Context: an optimization exercise on an open-source flow, tuned for small area, a short achievable clock period and few clock cycles per item. The choices shown serve that exercise and are no tape-out recipe. No functional check of the RTL was part of any run shown here.

File: design/flow/design.v
`timescale 1ns / 1ps
module rgb_to_hsv_converter_top (
  input  logic        clk,
  input  logic        rst,
  input  logic        push,
  input  logic [31:0] pixel,
  output logic        full,
  output logic        empty,
  input  logic        pop,
  output logic [39:0] hsv
);
  logic en;
  logic s1_vld;
  logic [7:0] s1_alpha;
  logic [7:0] s1_mx;
  logic [7:0] s1_d;
  logic s1_hq;
  logic [7:0] s1_hr;
  logic [1:0] s1_m3;
  logic s2_vld;
  logic [7:0] s2_alpha;
  logic [7:0] s2_mx;
  logic [7:0] s2_d;
  logic [2:0] s2_hq;
  logic [7:0] s2_hr;
  logic [1:0] s2_m3;
  logic s3_vld;
  logic [7:0] s3_alpha;
  logic [7:0] s3_mx;
  logic [7:0] s3_d;
  logic [4:0] s3_hq;
  logic [7:0] s3_hr;
  logic [1:0] s3_m3;
  logic s4_vld;
  logic [7:0] s4_alpha;
  logic [7:0] s4_mx;
  logic [7:0] s4_d;
  logic [6:0] s4_hq;
  logic [7:0] s4_hr;
  logic [1:0] s4_m3;
  logic s5_vld;
  logic [7:0] s5_alpha;
  logic [7:0] s5_mx;
  logic [7:0] s5_d;
  logic [8:0] s5_hq;
  logic [7:0] s5_hr;
  logic [1:0] s5_m3;
  logic [7:0] s5_sr;
  logic s5_sq;
  logic s6_vld;
  logic [7:0] s6_alpha;
  logic [7:0] s6_mx;
  logic [7:0] s6_d;
  logic [10:0] s6_hq;
  logic [7:0] s6_hr;
  logic [1:0] s6_m3;
  logic [7:0] s6_sr;
  logic [2:0] s6_sq;
  logic s7_vld;
  logic [7:0] s7_alpha;
  logic [7:0] s7_mx;
  logic [7:0] s7_d;
  logic [12:0] s7_hq;
  logic [7:0] s7_hr;
  logic [1:0] s7_m3;
  logic [7:0] s7_sr;
  logic [4:0] s7_sq;
  logic s8_vld;
  logic [7:0] s8_alpha;
  logic [7:0] s8_mx;
  logic [7:0] s8_d;
  logic [14:0] s8_hq;
  logic [7:0] s8_hr;
  logic [1:0] s8_m3;
  logic [7:0] s8_sr;
  logic [6:0] s8_sq;
  logic s9_vld;
  logic [7:0] s9_alpha;
  logic [7:0] s9_mx;
  logic [15:0] s9_hue;
  logic [7:0] s9_sat;
  assign en    = !s9_vld || pop;
  assign full  = !en;
  assign empty = !s9_vld;
  assign hsv   = {s9_hue, s9_sat, s9_mx, s9_alpha};
  always_ff @(posedge clk) begin
    if (rst) begin
      s1_vld <= 1'b0;
      s2_vld <= 1'b0;
      s3_vld <= 1'b0;
      s4_vld <= 1'b0;
      s5_vld <= 1'b0;
      s6_vld <= 1'b0;
      s7_vld <= 1'b0;
      s8_vld <= 1'b0;
      s9_vld <= 1'b0;
    end else if (en) begin
      s1_vld <= push;
      s2_vld <= s1_vld;
      s3_vld <= s2_vld;
      s4_vld <= s3_vld;
      s5_vld <= s4_vld;
      s6_vld <= s5_vld;
      s7_vld <= s6_vld;
      s8_vld <= s7_vld;
      s9_vld <= s8_vld;
    end
  end
  always_ff @(posedge clk) begin
    if (en) begin
      s1_alpha <= pixel[7:0];
      s1_mx <= c1_mx;
      s1_d <= c1_d0;
      s1_hq <= c1_hq0;
      s1_hr <= c1_hr0;
      s1_m3 <= c1_m30;
      s2_alpha <= s1_alpha;
      s2_mx <= s1_mx;
      s2_d <= s1_d;
      s2_hq <= c2_h1_hq;
      s2_hr <= c2_h1_hr;
      s2_m3 <= c2_h1_m3;
      s3_alpha <= s2_alpha;
      s3_mx <= s2_mx;
      s3_d <= s2_d;
      s3_hq <= c3_h3_hq;
      s3_hr <= c3_h3_hr;
      s3_m3 <= c3_h3_m3;
      s4_alpha <= s3_alpha;
      s4_mx <= s3_mx;
      s4_d <= s3_d;
      s4_hq <= c4_h5_hq;
      s4_hr <= c4_h5_hr;
      s4_m3 <= c4_h5_m3;
      s5_alpha <= s4_alpha;
      s5_mx <= s4_mx;
      s5_d <= s4_d;
      s5_hq <= c5_h7_hq;
      s5_hr <= c5_h7_hr;
      s5_m3 <= c5_h7_m3;
      s5_sr <= c5_s0_sr;
      s5_sq <= c5_s0_sq;
      s6_alpha <= s5_alpha;
      s6_mx <= s5_mx;
      s6_d <= s5_d;
      s6_hq <= c6_h9_hq;
      s6_hr <= c6_h9_hr;
      s6_m3 <= c6_h9_m3;
      s6_sr <= c6_s2_sr;
      s6_sq <= c6_s2_sq;
      s7_alpha <= s6_alpha;
      s7_mx <= s6_mx;
      s7_d <= s6_d;
      s7_hq <= c7_h11_hq;
      s7_hr <= c7_h11_hr;
      s7_m3 <= c7_h11_m3;
      s7_sr <= c7_s4_sr;
      s7_sq <= c7_s4_sq;
      s8_alpha <= s7_alpha;
      s8_mx <= s7_mx;
      s8_d <= s7_d;
      s8_hq <= c8_h13_hq;
      s8_hr <= c8_h13_hr;
      s8_m3 <= c8_h13_m3;
      s8_sr <= c8_s6_sr;
      s8_sq <= c8_s6_sq;
      s9_alpha <= s8_alpha;
      s9_mx <= s8_mx;
      s9_hue <= c9_hue;
      s9_sat <= c9_sat;
    end
  end
  logic [7:0] f_r, f_g, f_b;
  logic [8:0] f_rg, f_gr, f_gb, f_bg, f_br, f_rb;
  logic ge_rg, ge_gr, ge_gb, ge_bg, ge_br, ge_rb;
  logic c_0, c_1, c_2, c_3, c_4, c_5;
  assign f_r = pixel[31:24];
  assign f_g = pixel[23:16];
  assign f_b = pixel[15:8];
  assign f_rg = {1'b0, f_r} - {1'b0, f_g};
  assign f_gr = {1'b0, f_g} - {1'b0, f_r};
  assign f_gb = {1'b0, f_g} - {1'b0, f_b};
  assign f_bg = {1'b0, f_b} - {1'b0, f_g};
  assign f_br = {1'b0, f_b} - {1'b0, f_r};
  assign f_rb = {1'b0, f_r} - {1'b0, f_b};
  assign ge_rg = !f_rg[8];
  assign ge_gr = !f_gr[8];
  assign ge_gb = !f_gb[8];
  assign ge_bg = !f_bg[8];
  assign ge_br = !f_br[8];
  assign ge_rb = !f_rb[8];
  assign c_0 = !ge_gr &  ge_gb;    
  assign c_1 =  ge_gr & !ge_br;    
  assign c_2 = !ge_bg &  ge_br;    
  assign c_3 =  ge_bg & !ge_rg;    
  assign c_4 = !ge_rb &  ge_rg;    
  assign c_5 =  ge_rb & !ge_gb;    
  logic [7:0] c1_d0, c1_hr0, c1_mx;
  logic [1:0] c1_m30;
  logic [0:0] c1_hq0;
  assign c1_d0 = ({8{c_0}} & f_rb[7:0]) | ({8{c_1}} & f_gb[7:0]) | ({8{c_2}} & f_gr[7:0])
           | ({8{c_3}} & f_br[7:0]) | ({8{c_4}} & f_bg[7:0]) | ({8{c_5}} & f_rg[7:0]);
  assign c1_hr0 = ({8{c_0}} & f_gb[7:0]) | ({8{c_1}} & f_gr[7:0]) | ({8{c_2}} & f_br[7:0])
            | ({8{c_3}} & f_bg[7:0]) | ({8{c_4}} & f_rg[7:0]) | ({8{c_5}} & f_rb[7:0]);
  assign c1_mx = (c_1 | c_2) ? f_g : (c_3 | c_4) ? f_b : f_r;
  assign c1_m30 = {c_2 | c_5, c_1 | c_4};
  assign c1_hq0 = c_3 | c_4 | c_5;
  logic [9:0] c2_h0_sub; logic c2_h0_q; logic [7:0] c2_h0_hr; logic [1:0] c2_h0_m3; logic c2_h0_hb;
  assign c2_h0_sub = {1'b0, s1_hr, 1'b0} - {2'b00, s1_d};
  assign c2_h0_q = !c2_h0_sub[9];
  assign c2_h0_hr = c2_h0_q ? c2_h0_sub[7:0] : {s1_hr[6:0], 1'b0};
  assign c2_h0_hb = s1_m3[1] | (s1_m3[0] & c2_h0_q);
  assign c2_h0_m3 = {(s1_m3 == 2'd1 && !c2_h0_q) || (s1_m3 == 2'd2 && c2_h0_q), (s1_m3 == 2'd0 && c2_h0_q) || (s1_m3 == 2'd2 && !c2_h0_q)};
  logic [1:0] c2_h0_hq;
  assign c2_h0_hq = {s1_hq, c2_h0_hb};
  logic [9:0] c2_h1_sub; logic c2_h1_q; logic [7:0] c2_h1_hr; logic [1:0] c2_h1_m3; logic c2_h1_hb;
  assign c2_h1_sub = {1'b0, c2_h0_hr, 1'b0} - {2'b00, s1_d};
  assign c2_h1_q = !c2_h1_sub[9];
  assign c2_h1_hr = c2_h1_q ? c2_h1_sub[7:0] : {c2_h0_hr[6:0], 1'b0};
  assign c2_h1_hb = c2_h0_m3[1] | (c2_h0_m3[0] & c2_h1_q);
  assign c2_h1_m3 = {(c2_h0_m3 == 2'd1 && !c2_h1_q) || (c2_h0_m3 == 2'd2 && c2_h1_q), (c2_h0_m3 == 2'd0 && c2_h1_q) || (c2_h0_m3 == 2'd2 && !c2_h1_q)};
  logic [2:0] c2_h1_hq;
  assign c2_h1_hq = {c2_h0_hq, c2_h1_hb};
  logic [9:0] c3_h2_sub; logic c3_h2_q; logic [7:0] c3_h2_hr; logic [1:0] c3_h2_m3; logic c3_h2_hb;
  assign c3_h2_sub = {1'b0, s2_hr, 1'b0} - {2'b00, s2_d};
  assign c3_h2_q = !c3_h2_sub[9];
  assign c3_h2_hr = c3_h2_q ? c3_h2_sub[7:0] : {s2_hr[6:0], 1'b0};
  assign c3_h2_hb = s2_m3[1] | (s2_m3[0] & c3_h2_q);
  assign c3_h2_m3 = {(s2_m3 == 2'd1 && !c3_h2_q) || (s2_m3 == 2'd2 && c3_h2_q), (s2_m3 == 2'd0 && c3_h2_q) || (s2_m3 == 2'd2 && !c3_h2_q)};
  logic [3:0] c3_h2_hq;
  assign c3_h2_hq = {s2_hq, c3_h2_hb};
  logic [9:0] c3_h3_sub; logic c3_h3_q; logic [7:0] c3_h3_hr; logic [1:0] c3_h3_m3; logic c3_h3_hb;
  assign c3_h3_sub = {1'b0, c3_h2_hr, 1'b0} - {2'b00, s2_d};
  assign c3_h3_q = !c3_h3_sub[9];
  assign c3_h3_hr = c3_h3_q ? c3_h3_sub[7:0] : {c3_h2_hr[6:0], 1'b0};
  assign c3_h3_hb = c3_h2_m3[1] | (c3_h2_m3[0] & c3_h3_q);
  assign c3_h3_m3 = {(c3_h2_m3 == 2'd1 && !c3_h3_q) || (c3_h2_m3 == 2'd2 && c3_h3_q), (c3_h2_m3 == 2'd0 && c3_h3_q) || (c3_h2_m3 == 2'd2 && !c3_h3_q)};
  logic [4:0] c3_h3_hq;
  assign c3_h3_hq = {c3_h2_hq, c3_h3_hb};
  logic [9:0] c4_h4_sub; logic c4_h4_q; logic [7:0] c4_h4_hr; logic [1:0] c4_h4_m3; logic c4_h4_hb;
  assign c4_h4_sub = {1'b0, s3_hr, 1'b0} - {2'b00, s3_d};
  assign c4_h4_q = !c4_h4_sub[9];
  assign c4_h4_hr = c4_h4_q ? c4_h4_sub[7:0] : {s3_hr[6:0], 1'b0};
  assign c4_h4_hb = s3_m3[1] | (s3_m3[0] & c4_h4_q);
  assign c4_h4_m3 = {(s3_m3 == 2'd1 && !c4_h4_q) || (s3_m3 == 2'd2 && c4_h4_q), (s3_m3 == 2'd0 && c4_h4_q) || (s3_m3 == 2'd2 && !c4_h4_q)};
  logic [5:0] c4_h4_hq;
  assign c4_h4_hq = {s3_hq, c4_h4_hb};
  logic [9:0] c4_h5_sub; logic c4_h5_q; logic [7:0] c4_h5_hr; logic [1:0] c4_h5_m3; logic c4_h5_hb;
  assign c4_h5_sub = {1'b0, c4_h4_hr, 1'b0} - {2'b00, s3_d};
  assign c4_h5_q = !c4_h5_sub[9];
  assign c4_h5_hr = c4_h5_q ? c4_h5_sub[7:0] : {c4_h4_hr[6:0], 1'b0};
  assign c4_h5_hb = c4_h4_m3[1] | (c4_h4_m3[0] & c4_h5_q);
  assign c4_h5_m3 = {(c4_h4_m3 == 2'd1 && !c4_h5_q) || (c4_h4_m3 == 2'd2 && c4_h5_q), (c4_h4_m3 == 2'd0 && c4_h5_q) || (c4_h4_m3 == 2'd2 && !c4_h5_q)};
  logic [6:0] c4_h5_hq;
  assign c4_h5_hq = {c4_h4_hq, c4_h5_hb};
  logic [9:0] c5_h6_sub; logic c5_h6_q; logic [7:0] c5_h6_hr; logic [1:0] c5_h6_m3; logic c5_h6_hb;
  assign c5_h6_sub = {1'b0, s4_hr, 1'b0} - {2'b00, s4_d};
  assign c5_h6_q = !c5_h6_sub[9];
  assign c5_h6_hr = c5_h6_q ? c5_h6_sub[7:0] : {s4_hr[6:0], 1'b0};
  assign c5_h6_hb = s4_m3[1] | (s4_m3[0] & c5_h6_q);
  assign c5_h6_m3 = {(s4_m3 == 2'd1 && !c5_h6_q) || (s4_m3 == 2'd2 && c5_h6_q), (s4_m3 == 2'd0 && c5_h6_q) || (s4_m3 == 2'd2 && !c5_h6_q)};
  logic [7:0] c5_h6_hq;
  assign c5_h6_hq = {s4_hq, c5_h6_hb};
  logic [9:0] c5_h7_sub; logic c5_h7_q; logic [7:0] c5_h7_hr; logic [1:0] c5_h7_m3; logic c5_h7_hb;
  assign c5_h7_sub = {1'b0, c5_h6_hr, 1'b0} - {2'b00, s4_d};
  assign c5_h7_q = !c5_h7_sub[9];
  assign c5_h7_hr = c5_h7_q ? c5_h7_sub[7:0] : {c5_h6_hr[6:0], 1'b0};
  assign c5_h7_hb = c5_h6_m3[1] | (c5_h6_m3[0] & c5_h7_q);
  assign c5_h7_m3 = {(c5_h6_m3 == 2'd1 && !c5_h7_q) || (c5_h6_m3 == 2'd2 && c5_h7_q), (c5_h6_m3 == 2'd0 && c5_h7_q) || (c5_h6_m3 == 2'd2 && !c5_h7_q)};
  logic [8:0] c5_h7_hq;
  assign c5_h7_hq = {c5_h6_hq, c5_h7_hb};
  logic [7:0] c5_sr0;
  assign c5_sr0 = s4_d - 8'd1;
  logic [9:0] c5_s0_sub; logic c5_s0_q; logic [7:0] c5_s0_sr;
  assign c5_s0_sub = {1'b0, c5_sr0, (s4_d[7] ^ (|s4_d[6:0]))} - {2'b00, s4_mx};
  assign c5_s0_q = !c5_s0_sub[9];
  assign c5_s0_sr = c5_s0_q ? c5_s0_sub[7:0] : {c5_sr0[6:0], (s4_d[7] ^ (|s4_d[6:0]))};
  logic [0:0] c5_s0_sq;
  assign c5_s0_sq = c5_s0_q;
  logic [9:0] c6_h8_sub; logic c6_h8_q; logic [7:0] c6_h8_hr; logic [1:0] c6_h8_m3; logic c6_h8_hb;
  assign c6_h8_sub = {1'b0, s5_hr, 1'b0} - {2'b00, s5_d};
  assign c6_h8_q = !c6_h8_sub[9];
  assign c6_h8_hr = c6_h8_q ? c6_h8_sub[7:0] : {s5_hr[6:0], 1'b0};
  assign c6_h8_hb = s5_m3[1] | (s5_m3[0] & c6_h8_q);
  assign c6_h8_m3 = {(s5_m3 == 2'd1 && !c6_h8_q) || (s5_m3 == 2'd2 && c6_h8_q), (s5_m3 == 2'd0 && c6_h8_q) || (s5_m3 == 2'd2 && !c6_h8_q)};
  logic [9:0] c6_h8_hq;
  assign c6_h8_hq = {s5_hq, c6_h8_hb};
  logic [9:0] c6_h9_sub; logic c6_h9_q; logic [7:0] c6_h9_hr; logic [1:0] c6_h9_m3; logic c6_h9_hb;
  assign c6_h9_sub = {1'b0, c6_h8_hr, 1'b0} - {2'b00, s5_d};
  assign c6_h9_q = !c6_h9_sub[9];
  assign c6_h9_hr = c6_h9_q ? c6_h9_sub[7:0] : {c6_h8_hr[6:0], 1'b0};
  assign c6_h9_hb = c6_h8_m3[1] | (c6_h8_m3[0] & c6_h9_q);
  assign c6_h9_m3 = {(c6_h8_m3 == 2'd1 && !c6_h9_q) || (c6_h8_m3 == 2'd2 && c6_h9_q), (c6_h8_m3 == 2'd0 && c6_h9_q) || (c6_h8_m3 == 2'd2 && !c6_h9_q)};
  logic [10:0] c6_h9_hq;
  assign c6_h9_hq = {c6_h8_hq, c6_h9_hb};
  logic [9:0] c6_s1_sub; logic c6_s1_q; logic [7:0] c6_s1_sr;
  assign c6_s1_sub = {1'b0, s5_sr, (s5_d[6] ^ (|s5_d[5:0]))} - {2'b00, s5_mx};
  assign c6_s1_q = !c6_s1_sub[9];
  assign c6_s1_sr = c6_s1_q ? c6_s1_sub[7:0] : {s5_sr[6:0], (s5_d[6] ^ (|s5_d[5:0]))};
  logic [1:0] c6_s1_sq;
  assign c6_s1_sq = {s5_sq, c6_s1_q};
  logic [9:0] c6_s2_sub; logic c6_s2_q; logic [7:0] c6_s2_sr;
  assign c6_s2_sub = {1'b0, c6_s1_sr, (s5_d[5] ^ (|s5_d[4:0]))} - {2'b00, s5_mx};
  assign c6_s2_q = !c6_s2_sub[9];
  assign c6_s2_sr = c6_s2_q ? c6_s2_sub[7:0] : {c6_s1_sr[6:0], (s5_d[5] ^ (|s5_d[4:0]))};
  logic [2:0] c6_s2_sq;
  assign c6_s2_sq = {c6_s1_sq, c6_s2_q};
  logic [9:0] c7_h10_sub; logic c7_h10_q; logic [7:0] c7_h10_hr; logic [1:0] c7_h10_m3; logic c7_h10_hb;
  assign c7_h10_sub = {1'b0, s6_hr, 1'b0} - {2'b00, s6_d};
  assign c7_h10_q = !c7_h10_sub[9];
  assign c7_h10_hr = c7_h10_q ? c7_h10_sub[7:0] : {s6_hr[6:0], 1'b0};
  assign c7_h10_hb = s6_m3[1] | (s6_m3[0] & c7_h10_q);
  assign c7_h10_m3 = {(s6_m3 == 2'd1 && !c7_h10_q) || (s6_m3 == 2'd2 && c7_h10_q), (s6_m3 == 2'd0 && c7_h10_q) || (s6_m3 == 2'd2 && !c7_h10_q)};
  logic [11:0] c7_h10_hq;
  assign c7_h10_hq = {s6_hq, c7_h10_hb};
  logic [9:0] c7_h11_sub; logic c7_h11_q; logic [7:0] c7_h11_hr; logic [1:0] c7_h11_m3; logic c7_h11_hb;
  assign c7_h11_sub = {1'b0, c7_h10_hr, 1'b0} - {2'b00, s6_d};
  assign c7_h11_q = !c7_h11_sub[9];
  assign c7_h11_hr = c7_h11_q ? c7_h11_sub[7:0] : {c7_h10_hr[6:0], 1'b0};
  assign c7_h11_hb = c7_h10_m3[1] | (c7_h10_m3[0] & c7_h11_q);
  assign c7_h11_m3 = {(c7_h10_m3 == 2'd1 && !c7_h11_q) || (c7_h10_m3 == 2'd2 && c7_h11_q), (c7_h10_m3 == 2'd0 && c7_h11_q) || (c7_h10_m3 == 2'd2 && !c7_h11_q)};
  logic [12:0] c7_h11_hq;
  assign c7_h11_hq = {c7_h10_hq, c7_h11_hb};
  logic [9:0] c7_s3_sub; logic c7_s3_q; logic [7:0] c7_s3_sr;
  assign c7_s3_sub = {1'b0, s6_sr, (s6_d[4] ^ (|s6_d[3:0]))} - {2'b00, s6_mx};
  assign c7_s3_q = !c7_s3_sub[9];
  assign c7_s3_sr = c7_s3_q ? c7_s3_sub[7:0] : {s6_sr[6:0], (s6_d[4] ^ (|s6_d[3:0]))};
  logic [3:0] c7_s3_sq;
  assign c7_s3_sq = {s6_sq, c7_s3_q};
  logic [9:0] c7_s4_sub; logic c7_s4_q; logic [7:0] c7_s4_sr;
  assign c7_s4_sub = {1'b0, c7_s3_sr, (s6_d[3] ^ (|s6_d[2:0]))} - {2'b00, s6_mx};
  assign c7_s4_q = !c7_s4_sub[9];
  assign c7_s4_sr = c7_s4_q ? c7_s4_sub[7:0] : {c7_s3_sr[6:0], (s6_d[3] ^ (|s6_d[2:0]))};
  logic [4:0] c7_s4_sq;
  assign c7_s4_sq = {c7_s3_sq, c7_s4_q};
  logic [9:0] c8_h12_sub; logic c8_h12_q; logic [7:0] c8_h12_hr; logic [1:0] c8_h12_m3; logic c8_h12_hb;
  assign c8_h12_sub = {1'b0, s7_hr, 1'b0} - {2'b00, s7_d};
  assign c8_h12_q = !c8_h12_sub[9];
  assign c8_h12_hr = c8_h12_q ? c8_h12_sub[7:0] : {s7_hr[6:0], 1'b0};
  assign c8_h12_hb = s7_m3[1] | (s7_m3[0] & c8_h12_q);
  assign c8_h12_m3 = {(s7_m3 == 2'd1 && !c8_h12_q) || (s7_m3 == 2'd2 && c8_h12_q), (s7_m3 == 2'd0 && c8_h12_q) || (s7_m3 == 2'd2 && !c8_h12_q)};
  logic [13:0] c8_h12_hq;
  assign c8_h12_hq = {s7_hq, c8_h12_hb};
  logic [9:0] c8_h13_sub; logic c8_h13_q; logic [7:0] c8_h13_hr; logic [1:0] c8_h13_m3; logic c8_h13_hb;
  assign c8_h13_sub = {1'b0, c8_h12_hr, 1'b0} - {2'b00, s7_d};
  assign c8_h13_q = !c8_h13_sub[9];
  assign c8_h13_hr = c8_h13_q ? c8_h13_sub[7:0] : {c8_h12_hr[6:0], 1'b0};
  assign c8_h13_hb = c8_h12_m3[1] | (c8_h12_m3[0] & c8_h13_q);
  assign c8_h13_m3 = {(c8_h12_m3 == 2'd1 && !c8_h13_q) || (c8_h12_m3 == 2'd2 && c8_h13_q), (c8_h12_m3 == 2'd0 && c8_h13_q) || (c8_h12_m3 == 2'd2 && !c8_h13_q)};
  logic [14:0] c8_h13_hq;
  assign c8_h13_hq = {c8_h12_hq, c8_h13_hb};
  logic [9:0] c8_s5_sub; logic c8_s5_q; logic [7:0] c8_s5_sr;
  assign c8_s5_sub = {1'b0, s7_sr, (s7_d[2] ^ (|s7_d[1:0]))} - {2'b00, s7_mx};
  assign c8_s5_q = !c8_s5_sub[9];
  assign c8_s5_sr = c8_s5_q ? c8_s5_sub[7:0] : {s7_sr[6:0], (s7_d[2] ^ (|s7_d[1:0]))};
  logic [5:0] c8_s5_sq;
  assign c8_s5_sq = {s7_sq, c8_s5_q};
  logic [9:0] c8_s6_sub; logic c8_s6_q; logic [7:0] c8_s6_sr;
  assign c8_s6_sub = {1'b0, c8_s5_sr, (s7_d[1] ^ (|s7_d[0:0]))} - {2'b00, s7_mx};
  assign c8_s6_q = !c8_s6_sub[9];
  assign c8_s6_sr = c8_s6_q ? c8_s6_sub[7:0] : {c8_s5_sr[6:0], (s7_d[1] ^ (|s7_d[0:0]))};
  logic [6:0] c8_s6_sq;
  assign c8_s6_sq = {c8_s5_sq, c8_s6_q};
  logic [9:0] c9_h14_sub; logic c9_h14_q; logic [7:0] c9_h14_hr; logic [1:0] c9_h14_m3; logic c9_h14_hb;
  assign c9_h14_sub = {1'b0, s8_hr, 1'b0} - {2'b00, s8_d};
  assign c9_h14_q = !c9_h14_sub[9];
  assign c9_h14_hr = c9_h14_q ? c9_h14_sub[7:0] : {s8_hr[6:0], 1'b0};
  assign c9_h14_hb = s8_m3[1] | (s8_m3[0] & c9_h14_q);
  assign c9_h14_m3 = {(s8_m3 == 2'd1 && !c9_h14_q) || (s8_m3 == 2'd2 && c9_h14_q), (s8_m3 == 2'd0 && c9_h14_q) || (s8_m3 == 2'd2 && !c9_h14_q)};
  logic [15:0] c9_h14_hq;
  assign c9_h14_hq = {s8_hq, c9_h14_hb};
  logic [9:0] c9_s7_sub; logic c9_s7_q; logic [7:0] c9_s7_sr;
  assign c9_s7_sub = {1'b0, s8_sr, s8_d[0]} - {2'b00, s8_mx};
  assign c9_s7_q = !c9_s7_sub[9];
  assign c9_s7_sr = c9_s7_q ? c9_s7_sub[7:0] : {s8_sr[6:0], s8_d[0]};
  logic [7:0] c9_s7_sq;
  assign c9_s7_sq = {s8_sq, c9_s7_q};
  logic c9_grey;
  assign c9_grey = (s8_d == 8'd0);
  logic [15:0] c9_hue; logic [7:0] c9_sat;
  assign c9_hue = c9_grey ? 16'd0 : c9_h14_hq;
  assign c9_sat = c9_grey ? 8'd0 : c9_s7_sq;
endmodule
File: design/flow/run.sh
#!/bin/bash
# synth_recipe.tcl (not shown) runs the flow's synth.tcl, then flattens the netlist and writes it again
# the make line also repeats each setting of config.mk as NAME=value (left out here)
make -C /OpenROAD-flow-scripts/flow DESIGN_CONFIG=/design/flow/config.mk WORK_HOME=/design/flow/orfs CLKGATE_MAP_FILE= SYNTH_SCRIPT=/design/flow/synth_recipe.tcl finish
File: design/flow/config.mk
export PLATFORM = sky130hd
export DESIGN_NAME = rgb_to_hsv_converter_top
export DESIGN_NICKNAME = rgb_to_hsv_converter_top
export VERILOG_FILES = /design/flow/design.v
export SDC_FILE = /design/flow/constraint.sdc
export NUM_CORES = 4
export LEC_CHECK = 0
export CAP_MARGIN = 20
export CORE_MARGIN = 2
export CORE_UTILIZATION = 40
export SETUP_SLACK_MARGIN = 4.0
export SLEW_MARGIN = 20
File: design/flow/constraint.sdc
create_clock -name core_clock -period 8.5 [get_ports {clk}]
set_input_delay 1.7000 -clock core_clock [delete_from_list [all_inputs] [get_ports {clk}]]
set_output_delay 1.7000 -clock core_clock [all_outputs]
set_load 0.01 [all_outputs]
==> results of run 1 <==
## worst max-delay path, cell delays in order, from the launching register on
cell and delay (ns):
sky130_fd_sc_hd__edfxtp_1 0.42, sky130_fd_sc_hd__nor2_2 0.16, sky130_fd_sc_hd__nand3_2 0.11, sky130_fd_sc_hd__nor3_4 0.17, sky130_fd_sc_hd__xnor2_2 0.15, sky130_fd_sc_hd__ha_2 0.25, sky130_fd_sc_hd__nor2b_4 0.05, sky130_fd_sc_hd__o2111ai_2 0.20
sky130_fd_sc_hd__a21o_1 0.16, sky130_fd_sc_hd__a21oi_2 0.07, sky130_fd_sc_hd__nor4_4 0.15, sky130_fd_sc_hd__buf_6 0.17, sky130_fd_sc_hd__buf_6 0.11, sky130_fd_sc_hd__mux2i_4 0.28, sky130_fd_sc_hd__ha_4 0.24, sky130_fd_sc_hd__o21a_1 0.19
sky130_fd_sc_hd__o31ai_4 0.08, sky130_fd_sc_hd__a21oi_2 0.11, sky130_fd_sc_hd__o21a_1 0.19, sky130_fd_sc_hd__o21a_1 0.21, sky130_fd_sc_hd__a2111oi_4 0.28, sky130_fd_sc_hd__buf_4 0.20, sky130_fd_sc_hd__mux2_4 0.29
## kinds of logic (layout without fill, tap and decap cells)
logic type,after synthesis,count (layout),share of synthesized area [%]
compound gates,579,579,14.8
simple gates,553,554,10.9
flops,433,433,50.0
buf+inv,243,477,3.61
fa+ha+maj,240,240,12.2
xor+xnor,123,123,4.17
mux,104,104,4.41
## layout make-up
type | count | area (um^2)
Timing Repair Buffer | 183 | 1650
Clock inverter | 31 | 477
Tap cell | 855 | 1070
Clock buffer | 62 | 1340
Fill cell | 5600 | 33100
Multi-Input combinational cell | 1600 | 12800
Inverter | 201 | 767
Sequential cell | 433 | 12900
## through the flow
stage / setup slack (ns) / area (um^2) / util, %
3_5_place_dp: 3.06 / 27600 / 43.1
5_1_grt: 3.81 / 31000 / 48.4
6_report: 4.01 / 31000 / 48.4
3_3_place_gp: 3.20 / 27600 / 43.1
4_1_cts: 3.95 / 30300 / 47.2
2_1_floorplan: 3.72 / 25900 / -
## timing repair
action,in CTS,in global routing
hold buffers,0,0
gates cloned,2,0
resized for setup,76,95
buffers inserted,54,45
pin swaps,36,46
endpoints found under the setup margin,101,105
## layer usage
metal	track usage, %	wire [um]	vias up
met5	0	0	-
met4	5.80	1830	0
met2	30.1	28400	317
met3	2.51	1870	119
met1	19.4	23700	8635
li1	-	-	8825
## cell usage in the layout, fill, tap and decap left out, types with 23 or more instances in the layout
| cell type | count |
|---|---|
| sky130_fd_sc_hd__and3_1 | 23 |
| sky130_fd_sc_hd__clkdlybuf4s50_1 | 75 |
| sky130_fd_sc_hd__inv_1 | 190 |
| sky130_fd_sc_hd__and2_1 | 31 |
| sky130_fd_sc_hd__nand3_1 | 34 |
| sky130_fd_sc_hd__nand2b_1 | 23 |
| sky130_fd_sc_hd__clkbuf_16 | 51 |
| sky130_fd_sc_hd__mux2_2 | 68 |
| sky130_fd_sc_hd__a21oi_1 | 132 |
| sky130_fd_sc_hd__nand2_1 | 91 |
| sky130_fd_sc_hd__nor3_1 | 50 |
| sky130_fd_sc_hd__edfxtp_1 | 424 |
| sky130_fd_sc_hd__nor2b_1 | 28 |
| sky130_fd_sc_hd__ha_1 | 202 |
| sky130_fd_sc_hd__xnor2_1 | 80 |
| sky130_fd_sc_hd__o21a_1 | 60 |
| sky130_fd_sc_hd__buf_4 | 93 |
| sky130_fd_sc_hd__nor2_1 | 162 |
| sky130_fd_sc_hd__a21o_1 | 37 |
| sky130_fd_sc_hd__o21ai_0 | 125 |
| sky130_fd_sc_hd__xor2_1 | 40 |
## worst paths after layout
path / from / to / slack, ns / depth (start not counted)
min: s3_alpha[2] / s4_alpha[2] / 0.41 / 0
max: s5_d[0] / s6_sr[1] / 4.01 / 22
max reg2reg: s5_d[0] / s6_sr[1] / 4.01 / 22
min reg2reg: s3_alpha[2] / s4_alpha[2] / 0.41 / 0
## state kept, by name, summed over array words and instances, names as in the netlist, 9 cells and up
name / cells
s6_hq: 11
s5_hq: 9
s8_hq: 15
s7_hq: 13
s9_hue: 16
## synthesized netlist by cell type (all sizes together), types with 7 or more instances
| cell type | number | area share (%) |
|---|---|---|
| o31ai | 18 | 0.62 |
| dfxtp | 9 | 0.70 |
| o31a | 13 | 0.44 |
| nor2 | 165 | 2.4 |
| a211o | 11 | 0.37 |
| edfxtp | 424 | 49 |
| ha | 219 | 11 |
| o221ai | 7 | 0.24 |
| o21ai | 135 | 2.6 |
| xor2 | 41 | 1.4 |
| a22oi | 16 | 0.46 |
| nand3b | 7 | 0.20 |
| or4 | 8 | 0.23 |
| buf | 16 | 0.30 |
| a31oi | 21 | 0.51 |
| nand2b | 24 | 0.58 |
| a211oi | 15 | 0.46 |
| xnor2 | 82 | 2.8 |
| and3 | 25 | 0.61 |
| nor2b | 40 | 0.97 |
| and2 | 32 | 0.77 |
| fa | 20 | 1.5 |
| a31o | 9 | 0.30 |
| nand3 | 37 | 0.74 |
| nor3 | 51 | 0.99 |
| inv | 200 | 2.9 |
| a21o | 37 | 1.1 |
| o211ai | 13 | 0.38 |
| or2 | 19 | 0.46 |
| clkbuf | 26 | 0.38 |
| o311ai | 7 | 0.24 |
| a21boi | 11 | 0.32 |
| nand2 | 99 | 1.4 |
| a221oi | 13 | 0.44 |
| mux2 | 80 | 3.5 |
| a21oi | 145 | 2.8 |
| o21bai | 16 | 0.46 |
| or3 | 8 | 0.19 |
| o21a | 61 | 1.8 |
| nor4 | 7 | 0.23 |
| nor3b | 13 | 0.38 |
| mux2i | 24 | 0.93 |
==> out/qor_table.md, run 1 <==
| Result | This run |
|:---|:---|
| GRT Total Usage | 16.4% |
| Routed len/inst | 16.6 um |
| Setup repair after global routing missed its margin | yes |
| Growth of design area from synthesis to finish | 20.1% |
| Area of the die | 0.0667 mm^2 |
| Synthesized cell area | 0.0258 mm^2 |
| Final critical path time including I/O delays and setup | 4.49 ns |
| Initial standard-cell utilization of the core | 40.3% |
| Count of endpoints failing setup in the final report | 0 |
| Root Driver | sky130_fd_sc_hd__clkbuf_16 |
| Die Y-Extent | 258 um |
| Skew final | 0.0319 ns |
| Hold WS | 0.414 ns |
| Fraction of the cycle the final worst path needs | 52.9% |
| Count of antenna-violating nets left after detailed routing | 0 |
| Routability cong. | 0.881 |
| Number of non-filler instances in the completed layout | 3365 |
| Max-slew headroom | 33.0% |
| Setup TNS Final | 0 ns |
| Fmax | 223 MHz |
| Maximum number of pins on one net before global-route repair | 164 |
| Final hold violation count | 0 |
| Total congestion overflow after global routing | 0 |
| Number of buffers created by CTS | 50 |
| Count of maximum capacitance violations | 0 |
| Synth Area per Inst | 11.4 um^2 |
| Horiz. Die Dim | 258 um |
| Wire length of the first global-routing pass | 90200 um |
| Run status | timing/DRC/antenna clean |
| Placeable core area | 0.0641 mm^2 |
| Critical path data arrival time | 4.84 ns |
| Via count of the first global-routing pass | 18000 |
| Post-detail-place hpwl | 38600 um |
| Total Nets Final | 2744 |
| Clock Latency Late Sink | 0.61 ns |
| Synth Warn # | 1 |
| Maximum fanout count along the critical path | 4 |
| Clk sinks | 433 |
| Inst Count DP | 3171 |
| Via density per instance | 5.32 |
| Std cell rows | 93 |
| Number of antenna violations at the first check in global routing | 0 |
| Number of library cell types mapped by synthesis | 77 |
| Worst hold path class | reg -> reg |
| Final slew viol count | 0 |
| First-pass DRT Iterations | 8 |
| WS Path Type | reg -> reg |
| Quantity of I/O buffers inserted on ports | 77 |
| DRC violations left | 0 |
| Number of buffers between clock root and the deepest sink | 3 |
| Vias after detailed routing | 17900 |
| Fraction of synthesis flops using an asynchronous set or reset pin | 0% |
| Transition time at the pin with the least slew margin | 1.01 ns |
| Portion of the post-synthesis area used by sequential elements | 50.0% |
| Synthesized instance count | 2275 |
| Clock-pin slew on the worst setup and hold paths | 0.06 ns |
| TritonCTS clock tree | built |
| Data required time of the worst path | 8.85 ns |
| DRC marker count from the first detailed-route iteration | 962 |
| Number of top-level design ports | 78 |
| Antenna Cells | 0 |
| Flop and latch count out of synthesis | 433 |
| Post-synth EDFFs | 424 |
| Drt total wl | 55800 um |
| Worst Setup Start Kind | flip-flop |
| Share of final-layout standard cells stronger than drive strength 1 | 16.9% |
| Synthesized netlist net count | 2550 |
| Category of the worst setup path capture point | flip-flop |
| Most used flip-flop cell after synthesis | sky130_fd_sc_hd__edfxtp_1 |
| H-tree lvl count | 2 |
==> inputs of run 2 (changes only) <==
--- a/design/flow/config.mk
+++ b/design/flow/config.mk
@@ -8,5 +8,5 @@
 export CAP_MARGIN = 20
 export CORE_MARGIN = 2
-export CORE_UTILIZATION = 40
+export CORE_UTILIZATION = 60
 export SETUP_SLACK_MARGIN = 4.0
 export SLEW_MARGIN = 20
==> out/qor_table.md, run 2 <==
| Result | This run |
|:---|:---|
| Run status | timing/DRC/antenna clean |
| Synth Warn # | 1 |
| Total Nets Final | 2744 |
| Growth of design area from synthesis to finish | 17.3% |
| Placeable core area | 0.0428 mm^2 |
| DRC violations left | 0 |
| Routability cong. | 0.885 |
| Critical path data arrival time | 4.93 ns |
| Die Y-Extent | 212 um |
| Area of the die | 0.0448 mm^2 |
| WS Path Type | reg -> reg |
| Total congestion overflow after global routing | 0 |
| Post-synth EDFFs | 424 |
| Number of top-level design ports | 78 |
| Worst Setup Start Kind | flip-flop |
| Drt total wl | 53400 um |
| Beginning of the worst hold path | s3_hq[0] |
| Max-slew headroom | 29.7% |
| Maximum fanout count along the critical path | 3 |
| Synthesized cell area | 0.0258 mm^2 |
| Reg-to-reg setup timing slack | 3.89 ns |
| Clk sinks | 433 |
| Maximum number of pins on one net before global-route repair | 87 |
| Instance count along the most critical hold path | 0 |
| Count of maximum capacitance violations | 0 |
| Count of endpoints failing setup in the final report | 0 |
| Fraction of the cycle the final worst path needs | 54.2% |
| Worst hold path class | reg -> reg |
| Portion of the post-synthesis area used by sequential elements | 50.0% |
| Number of hold buffers added after CTS | 0 |
| Origin of the critical flop-to-flop path | s5_d[0] |
| Terminating pin of the worst hold path | s4_hq[2] |
| Number of antenna violations at the first check in global routing | 0 |
| Synthesized netlist net count | 2550 |
| Share of final-layout standard cells stronger than drive strength 1 | 16.3% |
| Largest register FFs | 16 |
| Final slew viol count | 0 |
| Final hold violation count | 0 |
| Fraction of synthesis flops using an asynchronous set or reset pin | 0% |
| Wire length of the first global-routing pass | 85900 um |
| Quantity of I/O buffers inserted on ports | 77 |
| Std cell rows | 76 |
| Skew final | 0.0169 ns |
| Most frequent cell after synthesis | sky130_fd_sc_hd__edfxtp_1 |
| Most used cells in the layout excluding fill and tap cells | sky130_fd_sc_hd__edfxtp_1, sky130_fd_sc_hd__ha_1, sky130_fd_sc_hd__inv_1, sky130_fd_sc_hd__nor2_1, sky130_fd_sc_hd__a21oi_1 |
| Clock Latency Late Sink | 0.58 ns |
| Flop and latch count out of synthesis | 433 |
| Setup repair after global routing missed its margin | yes |
| H-tree lvl count | 2 |
| Category of the worst setup path capture point | flip-flop |
| Fill cell instance count of the final layout | 3061 |
| End of the worst register-to-register path | s6_sr[1] |
| GRT Total Usage | 23.9% |
| Post-synth top area share | 49.3% |
| Clock-pin slew on the worst setup and hold paths | 0.06 ns |
| Routed len/inst | 17.5 um |
| Regs by FF count | s9_hue: 16 flops, s8_hq: 15 flops, s7_hq: 13 flops |
| Top cell type by total area after synthesis | sky130_fd_sc_hd__edfxtp_1 |
| Root Driver | sky130_fd_sc_hd__clkbuf_16 |
| DRC marker count from the first detailed-route iteration | 1151 |
| Dominant cells by area after synthesis | sky130_fd_sc_hd__edfxtp_1, sky130_fd_sc_hd__ha_1, sky130_fd_sc_hd__mux2_2 |
| Antenna Cells | 0 |
| TritonCTS clock tree | built |
| Via count of the first global-routing pass | 17500 |
| Largest register by flop count | s9_hue |
| Count of antenna-violating nets left after detailed routing | 0 |
| Setup TNS Final | 0 ns |
| Via density per instance | 5.83 |
| Initial standard-cell utilization of the core | 60.4% |
| Hold WS | 0.410 ns |
| Horiz. Die Dim | 212 um |
| Synth Area per Inst | 11.4 um^2 |
| Most common cell after layout, fill and taps aside | sky130_fd_sc_hd__edfxtp_1 |
| Most used flip-flop cell after synthesis | sky130_fd_sc_hd__edfxtp_1 |
| Post-detail-place hpwl | 37700 um |
| Number of buffers between clock root and the deepest sink | 3 |
| First-pass DRT Iterations | 5 |
| Synthesized instance count | 2275 |
| Final critical path time including I/O delays and setup | 4.61 ns |
| Number of buffers created by CTS | 46 |
| Transition time at the pin with the least slew margin | 1.05 ns |
| Number of library cell types mapped by synthesis | 77 |
| Vias after detailed routing | 17800 |
| Most instantiated cells after synthesis | sky130_fd_sc_hd__edfxtp_1, sky130_fd_sc_hd__ha_1, sky130_fd_sc_hd__inv_1 |
| Fmax | 217 MHz |
| Data required time of the worst path | 8.82 ns |
| Register-to-Register Path Depth | 21 |
==> run 2: cell counts after synthesis <==
No cell type changed its count.
==> run 2: cells by family (layout without fill, tap and decap cells) <==
family,count (synthesis),after routing,share of synthesized area (%)
and+or+nand+nor,553,555,10.9
muxes,104,104,4.41
AOI/OAI and AO/OA,579,579,14.8
adders and majority gates,240,240,12.2
DFF,433,433,50.0
xor gates and xnor gates,123,123,4.17
buffers and inverters,243,469,3.61
==> run 2: per-stage QoR <==
step / utilization [%] / setup slack [ns] / std cells / cell area, um^2
after global placement: 63.6 / 3.22 / 2863 / 27200
after global routing: 70.8 / 3.75 / 3049 / 30300
after floorplan: - / 3.72 / 2275 / 25900
final: 70.8 / 3.89 / 3049 / 30300
after CTS: 69.3 / 3.91 / 3010 / 29600
after detailed placement: 63.6 / 3.13 / 2863 / 27200
==> run 2: routing by layer <==
| layer | GRT usage (%) | up-vias | share of wire [%] |
|---|---|---|---|
| li1 | - | 8821 | - |
| met1 | 28.9 | 8506 | 42 |
| met2 | 43.1 | 331 | 51 |
| met3 | 3.72 | 108 | 3.6 |
| met4 | 8.50 | 0 | 3.3 |
| met5 | 0 | - | 0 |
==> run 2: repair_timing <==
item / CTS / global route
gates cloned: 2 / 0
pin swaps: 31 / 40
endpoints found under the setup margin: 177 / 112
setup buffers: 63 / 39
resized for setup: 58 / 85
==> run 2: how the worst max path moves through the flow <==
stage	slack (ns)	depth (start not counted)	from	to
CTS	3.91	21	s5_d[1]	s6_sr[1]
detailed placement	3.13	10	pixel[17]	s1_mx[2]
finish	3.89	21	s5_d[0]	s6_sr[1]
floorplan	3.72	3	pop	full
global route	3.75	21	s5_d[0]	s6_sr[1]
global placement	3.22	10	pixel[17]	s1_mx[2]
==> run 2: area by class of cell <==
type	count	area, um^2	share of cell area, %
sequential	433	12900	42.6
multi-input combinational	1601	12700	41.9
timing repair buffer	186	1630	5.38
clock buffer	59	1330	4.37
inverter	201	767	2.53
tap	546	683	2.25
clock inverter	23	283	0.933
==> run 2: critical path: stages, from the launching register on <==
cell	delay, ns
sky130_fd_sc_hd__edfxtp_1	0.41
sky130_fd_sc_hd__nor2_2	0.16
sky130_fd_sc_hd__nand3_2	0.12
sky130_fd_sc_hd__nor3_4	0.19
sky130_fd_sc_hd__xnor2_2	0.15
sky130_fd_sc_hd__ha_2	0.23
sky130_fd_sc_hd__nor2b_2	0.05
sky130_fd_sc_hd__o2111ai_2	0.20
sky130_fd_sc_hd__a21o_1	0.16
sky130_fd_sc_hd__a21oi_2	0.07
sky130_fd_sc_hd__nor4_4	0.42
sky130_fd_sc_hd__buf_4	0.23
sky130_fd_sc_hd__mux2i_4	0.28
sky130_fd_sc_hd__ha_4	0.23
sky130_fd_sc_hd__o21a_1	0.19
sky130_fd_sc_hd__o31ai_4	0.07
sky130_fd_sc_hd__a21oi_2	0.09
sky130_fd_sc_hd__o21a_1	0.18
sky130_fd_sc_hd__o21a_1	0.20
sky130_fd_sc_hd__a2111oi_4	0.24
sky130_fd_sc_hd__buf_4	0.18
sky130_fd_sc_hd__mux2_4	0.28
==> inputs of run 3 (changes only) <==
--- a/design/flow/config.mk
+++ b/design/flow/config.mk
@@ -8,5 +8,7 @@
 export CAP_MARGIN = 20
 export CORE_MARGIN = 2
-export CORE_UTILIZATION = 60
+export CORE_UTILIZATION = 40
+export CTS_BUF_LIST = sky130_fd_sc_hd__clkbuf_4
+export CTS_CLUSTER_SIZE = 20
 export SETUP_SLACK_MARGIN = 4.0
 export SLEW_MARGIN = 20
==> out/qor_table.md, run 3 <==
| Result | This run |
|:---|:---|
| Std cell rows | 93 |
| Initial standard-cell utilization of the core | 40.3% |
| H-tree lvl count | 3 |
| Clock Latency Late Sink | 0.88 ns |
| Horiz. Die Dim | 258 um |
| Most used cells in the layout excluding fill and tap cells | sky130_fd_sc_hd__edfxtp_1, sky130_fd_sc_hd__ha_1, sky130_fd_sc_hd__inv_1, sky130_fd_sc_hd__nor2_1, sky130_fd_sc_hd__clkbuf_4 |
| Number of top-level design ports | 78 |
| Wire length of the first global-routing pass | 90900 um |
| Transition time at the pin with the least slew margin | 0.997 ns |
| Fmax | 219 MHz |
| Count of maximum capacitance violations | 0 |
| Most frequent cell after synthesis | sky130_fd_sc_hd__edfxtp_1 |
| Critical path data arrival time | 5.15 ns |
| Post-synth EDFFs | 424 |
| Growth of design area from synthesis to finish | 18.6% |
| Number of buffers between clock root and the deepest sink | 3 |
| Fraction of synthesis flops using an asynchronous set or reset pin | 0% |
| Worst hold path class | reg -> reg |
| Setup TNS Final | 0 ns |
| Final slew viol count | 0 |
| Via density per instance | 5.24 |
| Largest register by flop count | s9_hue |
| Quantity of I/O buffers inserted on ports | 77 |
| Vias after detailed routing | 18300 |
| Setup slack after layout | 3.94 ns |
| Post-route cell area | 0.0307 mm^2 |
| Setup repair after global routing missed its margin | yes |
| Synth Area per Inst | 11.4 um^2 |
| Root Driver | sky130_fd_sc_hd__clkbuf_4 |
| Standard cell area after detailed placement | 0.0276 mm^2 |
| Synthesized instance count | 2275 |
| GRT Total Usage | 16.6% |
| Most instantiated cells after synthesis | sky130_fd_sc_hd__edfxtp_1, sky130_fd_sc_hd__ha_1, sky130_fd_sc_hd__inv_1 |
| Count of endpoints failing setup in the final report | 0 |
| Final critical path time including I/O delays and setup | 4.56 ns |
| Number of library cell types mapped by synthesis | 77 |
| Worst Setup Start Kind | flip-flop |
| Synthesized cell area | 0.0258 mm^2 |
| Run status | timing/DRC/antenna clean |
| DRC marker count from the first detailed-route iteration | 918 |
| Top cell type by total area after synthesis | sky130_fd_sc_hd__edfxtp_1 |
| WS Path Type | reg -> reg |
| Regs by FF count | s9_hue: 16 flops, s8_hq: 15 flops, s7_hq: 13 flops |
| Largest register FFs | 16 |
| Skew final | 0.0717 ns |
| Number of antenna violations at the first check in global routing | 1 |
| Number of buffers created by CTS | 113 |
| Routed len/inst | 16.0 um |
| Via count of the first global-routing pass | 18600 |
| Portion of the post-synthesis area used by sequential elements | 50.0% |
| Post-synth top area share | 49.3% |
| Max-slew headroom | 33.5% |
| Flop and latch count out of synthesis | 433 |
| Area of the die | 0.0667 mm^2 |
| Synth Warn # | 1 |
| Fraction of the cycle the final worst path needs | 53.7% |
| Category of the worst setup path capture point | flip-flop |
| Total Nets Final | 2815 |
| Fill cell instance count of the final layout | 5701 |
| Maximum fanout count along the critical path | 4 |
| Data required time of the worst path | 9.09 ns |
| Final hold violation count | 0 |
| Hold WS | 0.387 ns |
| TritonCTS clock tree | built |
| Routability cong. | 0.881 |
| Total congestion overflow after global routing | 0 |
| Number of hold buffers added after CTS | 0 |
| DRC violations left | 0 |
| Drt total wl | 55900 um |
| Maximum number of pins on one net before global-route repair | 164 |
| Most used flip-flop cell after synthesis | sky130_fd_sc_hd__edfxtp_1 |
| Most common cell after layout, fill and taps aside | sky130_fd_sc_hd__edfxtp_1 |
| Synthesized netlist net count | 2550 |
| Share of final-layout standard cells stronger than drive strength 1 | 19.3% |
| Placeable core area | 0.0641 mm^2 |
| Die Y-Extent | 258 um |
| Count of antenna-violating nets left after detailed routing | 0 |
| Dominant cells by area after synthesis | sky130_fd_sc_hd__edfxtp_1, sky130_fd_sc_hd__ha_1, sky130_fd_sc_hd__mux2_2 |
| Placement-stage worst setup slack | 3.06 ns |
| Clk sinks | 433 |
| Clock-pin slew on the worst setup and hold paths | 0.07 ns |
| First-pass DRT Iterations | 5 |
| Post-detail-place hpwl | 38600 um |
==> run 3: cell count changes in the layout (fill, tap and decap cells not counted), sizes merged <==
| cell | before | now |
|---|---|---|
| dlymetal6s2s | 2 | 0 |
| clkdlybuf4s50 | 73 | 76 |
| clkinv | 12 | 48 |
| nand2b | 26 | 25 |
| diode | 0 | 4 |
| dlygate4sd2 | 2 | 1 |
| clkinvlp | 3 | 1 |
| bufinv | 6 | 2 |
| buf | 109 | 114 |
| clkbuf | 59 | 154 |
==> run 3: layer usage <==
| metal | GRT usage, % | up-vias | share of wire (%) |
|---|---|---|---|
| li1 | - | 9065 | - |
| met1 | 19.0 | 8762 | 42 |
| met2 | 29.7 | 366 | 51 |
| met3 | 3.18 | 117 | 3.8 |
| met4 | 7.95 | 0 | 3.4 |
| met5 | 0 | - | 0 |
==> run 3: cell type report <==
cell class | instances | area [um^2] | share of cell area (%)
Clock inverter | 53 | 290 | 0.947
Clock buffer | 154 | 1160 | 3.77
Sequential cell | 433 | 12900 | 42.1
Inverter | 201 | 767 | 2.50
Timing Repair Buffer | 191 | 1690 | 5.50
Tap cell | 855 | 1070 | 3.49
Multi-Input combinational cell | 1600 | 12800 | 41.6
Antenna cell | 4 | 10.0 | 0.0326
==> run 3: metrics by stage <==
step / cells / util, %
floorplan: 2275 / -
global placement: 3171 / 43.1
detailed placement: 3171 / 43.1
CTS: 3440 / 46.7
global route: 3491 / 47.8
finish: 3491 / 47.8
==> run 3: critical path, stage by stage, from the launching register on <==
cell	delay, ns
sky130_fd_sc_hd__edfxtp_1	0.41
sky130_fd_sc_hd__nor2_2	0.16
sky130_fd_sc_hd__nand3_2	0.11
sky130_fd_sc_hd__nor3_4	0.17
sky130_fd_sc_hd__xnor2_2	0.16
sky130_fd_sc_hd__ha_2	0.24
sky130_fd_sc_hd__nor2b_2	0.05
sky130_fd_sc_hd__o2111ai_2	0.20
sky130_fd_sc_hd__a21o_1	0.16
sky130_fd_sc_hd__a21oi_2	0.07
sky130_fd_sc_hd__nor4_4	0.26
sky130_fd_sc_hd__buf_4	0.19
sky130_fd_sc_hd__buf_6	0.12
sky130_fd_sc_hd__mux2i_4	0.26
sky130_fd_sc_hd__ha_4	0.23
sky130_fd_sc_hd__o21a_1	0.20
sky130_fd_sc_hd__o31ai_4	0.07
sky130_fd_sc_hd__a21oi_2	0.09
sky130_fd_sc_hd__o21a_1	0.19
sky130_fd_sc_hd__o21a_1	0.21
sky130_fd_sc_hd__a2111oi_4	0.26
sky130_fd_sc_hd__buf_4	0.19
sky130_fd_sc_hd__mux2_4	0.29
==> run 3: cell families (layout without fill, tap and decap cells) <==
kind of cell               after synthesis  count (layout)  share of synthesized area, %
xor gates and xnor gates               123             123                          4.17
and+or+nand+nor                        553             554                          10.9
AOI/OAI and AO/OA                      579             579                          14.8
other                                    0               4                             0
buffers and inverters                  243             599                          3.61
DFF                                    433             433                          50.0
muxes                                  104             104                          4.41
adders and majority gates              240             240                          12.2
==> run 3: timing repair <==
item,4_1_cts,5_1_grt
cloned,2,0
pin swaps,29,47
setup endpoints to repair,91,94
setup buffers,60,47
resized for setup,73,73
==> run 3: final timing paths <==
kind,cells past startpoint,slack (ns),end,startpoint
setup / recovery,22,3.94,s6_sr[1],s5_d[0]
hold / removal,0,0.39,s3_d[6],s2_d[6]
setup reg to reg,22,3.94,s6_sr[1],s5_d[0]
hold reg to reg,0,0.39,s3_d[6],s2_d[6]
==> inputs of run 4 (changes only) <==
--- a/design/flow/config.mk
+++ b/design/flow/config.mk
@@ -9,6 +9,5 @@
 export CORE_MARGIN = 2
 export CORE_UTILIZATION = 40
-export CTS_BUF_LIST = sky130_fd_sc_hd__clkbuf_4
-export CTS_CLUSTER_SIZE = 20
+export CTS_BUF_LIST = sky130_fd_sc_hd__clkbuf_8
 export SETUP_SLACK_MARGIN = 4.0
 export SLEW_MARGIN = 20
==> out/qor_table.md, run 4 <==
| Result | This run |
|:---|:---|
| Fill cell instance count of the final layout | 5687 |
| Fmax | 222 MHz |
| Ordered list of cells on the worst path | inv_2, ha_4, xor2_4, ha_4, nor2b_2, o31a_1, o31a_1, o211ai_1, nand3_2, mux2_4, ha_4, o21a_1, o31a_1, o31a_1, o21a_1, o21ai_2, nand2_4, mux2_4 |
| Count of endpoints failing setup in the final report | 0 |
| Critical path data arrival time | 4.90 ns |
| Top cell type by total area after synthesis | sky130_fd_sc_hd__edfxtp_1 |
| Portion of the post-synthesis area used by sequential elements | 50.0% |
| Most common cell after layout, fill and taps aside | sky130_fd_sc_hd__edfxtp_1 |
| Dominant delay contributor by cell family on the critical path | compound AO/OA/AOI/OAI gates |
| Fraction of synthesis flops using an asynchronous set or reset pin | 0% |
| Antenna Cells | 0 |
| Synthesized cell area | 0.0258 mm^2 |
| Fraction of the cycle the final worst path needs | 52.9% |
| Number of antenna violations at the first check in global routing | 0 |
| Post-synth EDFFs | 424 |
| Run status | timing/DRC/antenna clean |
| Wire length of the first global-routing pass | 90200 um |
| Most used cells in the layout excluding fill and tap cells | sky130_fd_sc_hd__edfxtp_1, sky130_fd_sc_hd__inv_1, sky130_fd_sc_hd__ha_1, sky130_fd_sc_hd__nor2_1, sky130_fd_sc_hd__a21oi_1 |
| Number of buffers between clock root and the deepest sink | 3 |
| Clock-pin slew on the worst setup and hold paths | 0.06 ns |
| Setup TNS Final | 0 ns |
| Maximum fanout count along the critical path | 8 |
| Total congestion overflow after global routing | 0 |
| Via density per instance | 5.27 |
| Number of top-level design ports | 78 |
| WS Path Type | reg -> reg |
| Die Y-Extent | 258 um |
| Initial standard-cell utilization of the core | 40.3% |
| Root Driver | sky130_fd_sc_hd__clkbuf_8 |
| Skew final | 0.0381 ns |
| Most instantiated cells after synthesis | sky130_fd_sc_hd__edfxtp_1, sky130_fd_sc_hd__ha_1, sky130_fd_sc_hd__inv_1 |
| Final slew viol count | 0 |
| H-tree lvl count | 3 |
| Most frequent cell on the critical path | sky130_fd_sc_hd__o31a_1 |
| Number of buffers created by CTS | 77 |
| Total Nets Final | 2770 |
| Largest register FFs | 16 |
| Core occupancy in the finished layout | 47.6% |
| Number of hold buffers added after CTS | 0 |
| GRT Total Usage | 16.5% |
| Worst Setup Start Kind | flip-flop |
| Placeable core area | 0.0641 mm^2 |
| Regs by FF count | s9_hue: 16 flops, s8_hq: 15 flops, s7_hq: 13 flops |
| Category of the worst setup path capture point | flip-flop |
| Via count of the first global-routing pass | 18200 |
| Vias after detailed routing | 17900 |
| Clock Latency Late Sink | 0.66 ns |
| Quantity of I/O buffers inserted on ports | 77 |
| Data required time of the worst path | 8.90 ns |
| Flop and latch count out of synthesis | 433 |
| Synthesized instance count | 2275 |
| Slowest stage delay, CP | 0.41 ns |
| Max-slew headroom | 33.7% |
| Post-synth top area share | 49.3% |
| Reg-to-reg setup timing slack | 4.00 ns |
| Clk sinks | 433 |
| DRC marker count from the first detailed-route iteration | 920 |
| Worst hold path class | reg -> reg |
| Most used flip-flop cell after synthesis | sky130_fd_sc_hd__edfxtp_1 |
| Setup repair after global routing missed its margin | yes |
| Horiz. Die Dim | 258 um |
| Library cell contributing the largest single delay on the critical path | sky130_fd_sc_hd__edfxtp_1 |
| Number of library cell types mapped by synthesis | 77 |
| Maximum number of pins on one net before global-route repair | 164 |
| Count of maximum capacitance violations | 0 |
| Post-detail-place hpwl | 38600 um |
| Transition time at the pin with the least slew margin | 0.995 ns |
| Largest register by flop count | s9_hue |
| First-pass DRT Iterations | 6 |
| Area of the die | 0.0667 mm^2 |
| Synth Area per Inst | 11.4 um^2 |
| WP buf/inv | 1 |
| Most frequent cell after synthesis | sky130_fd_sc_hd__edfxtp_1 |
| Dominant cells by area after synthesis | sky130_fd_sc_hd__edfxtp_1, sky130_fd_sc_hd__ha_1, sky130_fd_sc_hd__mux2_2 |
| Share of final-layout standard cells stronger than drive strength 1 | 16.7% |
| Routability cong. | 0.881 |
| Growth of design area from synthesis to finish | 18.0% |
| Drt total wl | 55300 um |
| TritonCTS clock tree | built |
| Count of antenna-violating nets left after detailed routing | 0 |
| Routed len/inst | 16.2 um |
| Synth Warn # | 1 |
| Final hold violation count | 0 |
| Synthesized netlist net count | 2550 |
| DRC violations left | 0 |
| Std cell rows | 93 |
| Final critical path time including I/O delays and setup | 4.50 ns |
## run 4: changes by cell type in the layout (fill, tap and decap cells not counted), sizes merged
cell,change
buf,-9
inv,+21
clkbuf,-74
clkinv,-22
diode,-4
clkinvlp,+3
## run 4: through the flow
| stage | setup WS (ns) | hold slack, ns | area, um^2 | std cells |
|---|---|---|---|---|
| floorplan | 3.72 | 0.400 | 25900 | 2275 |
| global placement | 3.20 | 0.402 | 27600 | 3171 |
| detailed placement | 3.06 | 0.405 | 27600 | 3171 |
| CTS | 3.95 | 0.405 | 29800 | 3360 |
| global route | 3.84 | 0.413 | 30500 | 3406 |
| finish | 4.00 | 0.405 | 30500 | 3406 |
## run 4: layout make-up
cell class / count / area, um^2 / share of cell area (%)
clock buffers: 80 / 1100 / 3.61
inverters: 201 / 767 / 2.51
repair buffers: 182 / 1620 / 5.32
multi-input cells: 1600 / 12700 / 41.7
well taps: 855 / 1070 / 3.51
flip-flops and latches: 433 / 12900 / 42.3
clock inverters: 55 / 309 / 1.01
## run 4: kinds of logic (layout without fill, tap and decap cells)
kind of cell / count (synthesis) / count (layout) / share of synthesized area (%)
compound gates: 579 / 579 / 14.8
xor+xnor: 123 / 123 / 4.17
fa+ha+maj: 240 / 240 / 12.2
buf+inv: 243 / 518 / 3.61
flops: 433 / 433 / 50.0
mux: 104 / 104 / 4.41
simple gates: 553 / 554 / 10.9
## run 4: final timing paths
path         endpoint      from  cells after the start
min reg2reg  s3_mx[1]  s2_mx[1]                      0
max reg2reg  s8_sr[3]   s7_d[1]                     18
min          s3_mx[1]  s2_mx[1]                      0
max          s8_sr[3]   s7_d[1]                     18
## run 4: timing repair
| item | 4_1_cts | 5_1_grt |
|---|---|---|
| buffers inserted | 52 | 46 |
| cloned | 2 | 0 |
| gates resized for setup | 74 | 69 |
| endpoints found under the setup margin | 99 | 108 |
| pin swaps | 34 | 43 |
## run 4: routing by layer
layer | track usage, % | wire [um] | vias to the layer above
met1 | 19.2 | 23500 | 8584
met3 | 2.79 | 1910 | 121
li1 | - | - | 8901
met5 | 0 | 0 | -
met4 | 7.51 | 1950 | 0
met2 | 29.7 | 28000 | 328

## re-timing with driven ports
The flow's constraints put no driver on any port. The routed layouts listed below were extracted and timed again, unchanged, in two steps.
Step 1 (the two cells are an assumption about what drives the block):
set clk [get_ports {clk}]
set_driving_cell -lib_cell sky130_fd_sc_hd__clkbuf_16 $clk
set_driving_cell -lib_cell sky130_fd_sc_hd__buf_2 [delete_from_list [all_inputs] $clk]
Step 2 also shifts input and output timing later by t, the mid clock arrival at the registers, as if the neighbouring blocks saw the same clock.
Three values: ideal, step 1, step 2; two values: the first two.
run	t (ns)	setup slack, ns	worst setup path after step 2	clock arrival spread, ns
run 1	0.649	4.007 / 4.007 / 3.550	input to register	0.037 / 0.037
run 2	0.628	3.893 / 3.893 / 3.578	input to register	0.018 / 0.018
run 3	0.898	3.936 / 3.936 / 3.283	input to register	0.078 / 0.078
run 4	0.698	4.000 / 4.000 / 3.495	input to register	0.038 / 0.038
After both steps setup and hold are still met in every run listed. The setup slack of run 3, which loses most, moves by 0.000 ns with the drivers and by -0.653 ns with both steps.
